This design comes from an exercise in tuning for small area on the open sky130 flow, not from production work. Function was checked by simulation only, so behaviour that the tests miss may differ from the original.

==> run M: inputs <==
==> flow/design.v <==
package puf_chal_pkg;
    typedef enum logic [1:0] {StWarmup, StLoad, StServe} disp_state_t;
    localparam int unsigned DefRngW   = 1024;
    localparam int unsigned DefChalW  = 64;
    localparam int unsigned DefNumReq = 4;
    function automatic integer slices(input integer rng_w, input integer chal_w);
        slices = rng_w / chal_w;
    endfunction
endpackage
module puf_rr_arbiter #(
    parameter int unsigned NUM_REQ = 4,
    parameter int unsigned IDW     = $clog2(NUM_REQ)
) (
    input  logic [NUM_REQ-1:0] req_i,
    input  logic [IDW-1:0]     rr_ptr_i,
    output logic               any_o,
    output logic [IDW-1:0]     idx_o
);
    always_comb begin
        any_o = 1'b0;
        idx_o = '0;
        for (int unsigned k = 0; k < NUM_REQ; k++) begin
            if (!any_o && req_i[(int'(rr_ptr_i) + k) % NUM_REQ]) begin
                any_o = 1'b1;
                idx_o = IDW'((int'(rr_ptr_i) + k) % NUM_REQ);
            end
        end
    end
endmodule
module puf_chal_dispatcher #(
    parameter int unsigned NUM_REQ = puf_chal_pkg::DefNumReq,
    parameter int unsigned CHAL_W  = puf_chal_pkg::DefChalW,
    parameter int unsigned RNG_W   = puf_chal_pkg::DefRngW,
    parameter int unsigned WARMUP  = 16
) (
    input  logic                       clk,
    input  logic                       reset,
    input  logic [RNG_W-1:0]           rng_word,
    input  logic [NUM_REQ-1:0]         req,
    output logic [NUM_REQ-1:0]         gnt,
    output logic [CHAL_W-1:0]          chal,
    output logic                       chal_valid,
    output logic [$clog2(NUM_REQ)-1:0] chal_id,
    output logic                       ready
);
    localparam int unsigned SLICES = puf_chal_pkg::slices(RNG_W, CHAL_W);
    localparam int unsigned IDW    = $clog2(NUM_REQ);
    localparam int unsigned SIW    = $clog2(SLICES);
    logic               warm_n_q, load_q, serve_q;
    logic [SIW-1:0]     cnt_q;       
    logic [IDW-1:0]     rr_ptr_q;
    logic               valid_q;
    logic               hold_inv_q;
    logic [RNG_W-1:0]   hold_q;
    logic               arb_any;
    logic [IDW-1:0]     arb_idx;
    logic               grant;
    puf_rr_arbiter #(
        .NUM_REQ (NUM_REQ)
    ) u_arb (
        .req_i    (req),
        .rr_ptr_i (rr_ptr_q),
        .any_o    (arb_any),
        .idx_o    (arb_idx)
    );
    assign grant = serve_q & arb_any;
    always_ff @(posedge clk or negedge reset) begin
        if (!reset) begin
            warm_n_q <= 1'b0;
            load_q   <= 1'b0;
            serve_q  <= 1'b0;
            cnt_q    <= '0;
            rr_ptr_q <= '0;
            valid_q  <= 1'b0;
        end else begin
            valid_q <= grant;
            if (!warm_n_q || grant) begin
                cnt_q <= cnt_q + SIW'(1);
            end
            if (grant) begin
                rr_ptr_q <= arb_idx + IDW'(1);
            end
            if (!warm_n_q) begin
                if (cnt_q == SIW'(WARMUP - 1)) begin
                    warm_n_q <= 1'b1;
                    load_q   <= 1'b1;
                end
            end else if (load_q) begin
                load_q  <= 1'b0;
                serve_q <= 1'b1;
            end else if (grant && (cnt_q == SIW'(SLICES - 1))) begin
                load_q  <= 1'b1;
                serve_q <= 1'b0;
            end
        end
    end
    logic             shift;
    logic             hold_keep;
    logic             top_keep;
    logic [RNG_W-1:0] hold_d;
    assign shift     = grant & (cnt_q != '0);
    assign hold_keep = ~(shift | load_q);
    assign top_keep  = serve_q | ~warm_n_q;
    for (genvar b = 0; b < RNG_W - CHAL_W; b++) begin : g_hold
        assign hold_d[b] = ~((hold_q[b] & hold_keep) | (hold_q[b + CHAL_W] & shift)
                             | (rng_word[b] & load_q));
    end
    for (genvar b = RNG_W - CHAL_W; b < RNG_W; b++) begin : g_top
        assign hold_d[b] = ~((hold_q[b] | load_q) & (rng_word[b] | top_keep));
    end
    always_ff @(posedge clk) begin
        hold_q     <= hold_d;
        hold_inv_q <= load_q | ~hold_inv_q;
    end
    logic [IDW-1:0] last_id;
    assign last_id = rr_ptr_q - IDW'(1);
    always_comb begin
        gnt = '0;
        gnt[last_id] = valid_q;
    end
    assign chal       = hold_q[CHAL_W-1:0] ^ {CHAL_W{hold_inv_q}};
    assign chal_valid = valid_q;
    assign chal_id    = last_id;
    assign ready      = serve_q;
endmodule
==> flow/flow/run.sh <==
#!/bin/bash
set -euo pipefail
here=$(pwd)
flowdir=$here/flow

# Synthesis script: synth_recipe.tcl with abc's -script argument replaced.
{
  echo 'proc abc {args} {'
  echo '  set i [lsearch -exact $args -script]'
  echo "  if { \$i >= 0 } { lset args [expr {\$i + 1}] $flowdir/abc_amap.script }"
  echo '  yosys abc {*}$args'
  echo '}'
  cat "$here/synth_recipe.tcl"
} > "$here/own_synth.tcl"

sed -e "s#SYNTH_SCRIPT=[^ ]*synth_recipe.tcl#SYNTH_SCRIPT=$here/own_synth.tcl 'BUFFER_PORTS_ARGS=-buffer_cell sky130_fd_sc_hd__buf_1' 'CTS_ARGS=-sink_clustering_enable -repair_clock_nets -dont_use_dummy_load -sink_clustering_size 30 -sink_clustering_max_diameter 100'#" \
  "$here/standard.sh" > "$here/own_standard.sh"
grep -q own_synth.tcl "$here/own_standard.sh"

bash "$here/own_standard.sh" > "$here/own_flow.log" 2>&1
==> flow/flow/abc_amap.script <==
strash
dch
amap
topo
==> flow/standard.sh <==
#!/bin/bash
# synth_recipe.tcl (not shown) runs the flow's synth.tcl, then flattens the netlist and writes it again
# the make line also repeats each setting of config.mk as NAME=value (left out here)
make -C /OpenROAD-flow-scripts/flow DESIGN_CONFIG=/design/flow/config.mk WORK_HOME=/design/flow/orfs CLKGATE_MAP_FILE= SYNTH_SCRIPT=/design/flow/synth_recipe.tcl "${@:-finish}"
==> flow/config.mk <==
export PLATFORM = sky130hd
export DESIGN_NAME = puf_chal_dispatcher
export DESIGN_NICKNAME = puf_chal_dispatcher
export VERILOG_FILES = /design/flow/design.v
export SDC_FILE = /design/flow/constraint.sdc
export NUM_CORES = 4
export LEC_CHECK = 0
export CAP_MARGIN = 20
export CORE_AREA = 4 4 376 376
export DIE_AREA = 0 0 380 380
export SLEW_MARGIN = 20
==> flow/constraint.sdc <==
create_clock -name core_clock -period 5.0 [get_ports {clk}]
set_input_delay 1.0000 -clock core_clock [delete_from_list [all_inputs] [get_ports {clk}]]
set_output_delay 1.0000 -clock core_clock [all_outputs]
set_load 0.01 [all_outputs]
==> run A (differences from run M) <==
--- a/flow/design.v
+++ b/flow/design.v
@@ -95,17 +95,21 @@
         end
     end
-    logic             shift;
+    logic [RNG_W-1:0] ring_next;
+    logic [RNG_W-1:0] rng_rot;
     logic             hold_keep;
-    logic             top_keep;
+    assign ring_next = {hold_q[CHAL_W-1:0], hold_q[RNG_W-1:CHAL_W]};
+    assign rng_rot   = {rng_word[RNG_W-CHAL_W-1:0], rng_word[RNG_W-1:RNG_W-CHAL_W]};
+    assign hold_keep = ~(grant | load_q);
     logic [RNG_W-1:0] hold_d;
-    assign shift     = grant & (cnt_q != '0);
-    assign hold_keep = ~(shift | load_q);
-    assign top_keep  = serve_q | ~warm_n_q;
-    for (genvar b = 0; b < RNG_W - CHAL_W; b++) begin : g_hold
-        assign hold_d[b] = ~((hold_q[b] & hold_keep) | (hold_q[b + CHAL_W] & shift)
-                             | (rng_word[b] & load_q));
-    end
-    for (genvar b = RNG_W - CHAL_W; b < RNG_W; b++) begin : g_top
-        assign hold_d[b] = ~((hold_q[b] | load_q) & (rng_word[b] | top_keep));
+    for (genvar b = 0; b < RNG_W; b++) begin : g_hold
+        puf_hold_cell u_cell (
+            .q_i    (hold_q[b]),
+            .keep_i (hold_keep),
+            .next_i (ring_next[b]),
+            .rot_i  (grant),
+            .rng_i  (rng_rot[b]),
+            .load_i (load_q),
+            .d_no   (hold_d[b])
+        );
     end
     always_ff @(posedge clk) begin
@@ -124,2 +128,13 @@
     assign ready      = serve_q;
 endmodule
+module puf_hold_cell (
+    input  logic q_i,
+    input  logic keep_i,
+    input  logic next_i,
+    input  logic rot_i,
+    input  logic rng_i,
+    input  logic load_i,
+    output logic d_no
+);
+    assign d_no = ~((q_i & keep_i) | (next_i & rot_i) | (rng_i & load_i));
+endmodule
==> flow/run.sh (new file) <==
#!/bin/bash
# synth_recipe.tcl (not shown) runs the flow's synth.tcl, then flattens the netlist and writes it again
# the make line also repeats each setting of config.mk as NAME=value (left out here)
make -C /OpenROAD-flow-scripts/flow DESIGN_CONFIG=/design/flow/config.mk WORK_HOME=/design/flow/orfs CLKGATE_MAP_FILE= SYNTH_SCRIPT=/design/flow/synth_recipe.tcl finish
removed: flow/flow/run.sh
removed: flow/flow/abc_amap.script
removed: flow/standard.sh
==> results.toml <==
[status]
status = "timing/DRC/antenna clean"

[timing]
tightest_slew_ps = 1330
maxSlewHeadroom = 0.116

[critical_path]
cp-endpoint = "hold_q[466]$_DFF_P_"

[yosys]
synthesis.nets = 3289

[global_routing]
met3_usage = 0.0315
use_met1 = 0.210

[finish]
nClkBuffers = 42
nMultiInputCombCells = 1208

[pwr]
seq-power_w = 0.0165

[routing]
wirelength_met1_um = 52800
(the above is from run M)
==> results.toml <==
[status]
status = "timing/DRC/antenna clean"

[global_routing]
use_met1 = 0.291
met3_usage = 0.0800

[yosys]
synthesis.nets = 4582

[critical_path]
cp-endpoint = "chal[2]"

[finish]
nClkBuffers = 171

[timing]
tightest_slew_ps = 1020
(the above is from run A)

==> re-timing with driven ports <==
How much do the figures lean on ideal ports? The routed layouts below were timed once more, with nothing changed but the port constraints.
Step 1 sets driving cells, clkbuf_16 on the clock port and buf_2 on the other inputs (assumed; they add their load-dependent delay and slew).
Step 2 times the ports against the registers' clock, not the clock port: input delays grow and output delays shrink by t, the midpoint of the rising clock arrivals with the driver on.
Slacks: ideal / step 1 / step 2; pairs: ideal / step 1.
run	shift t [ns]	slack for setup (ns)	hold slack, ns
run M	0.655	0.460 / 0.460 / 0.205	0.376 / 0.340 / 0.376
run A	0.782	1.115 / 1.036 / 1.003	0.422 / 0.422 / 0.422
After both steps setup and hold are still met in every run listed. The setup slack of run M, which loses most, moves by 0.000 ns with the drivers and by -0.255 ns with both steps.
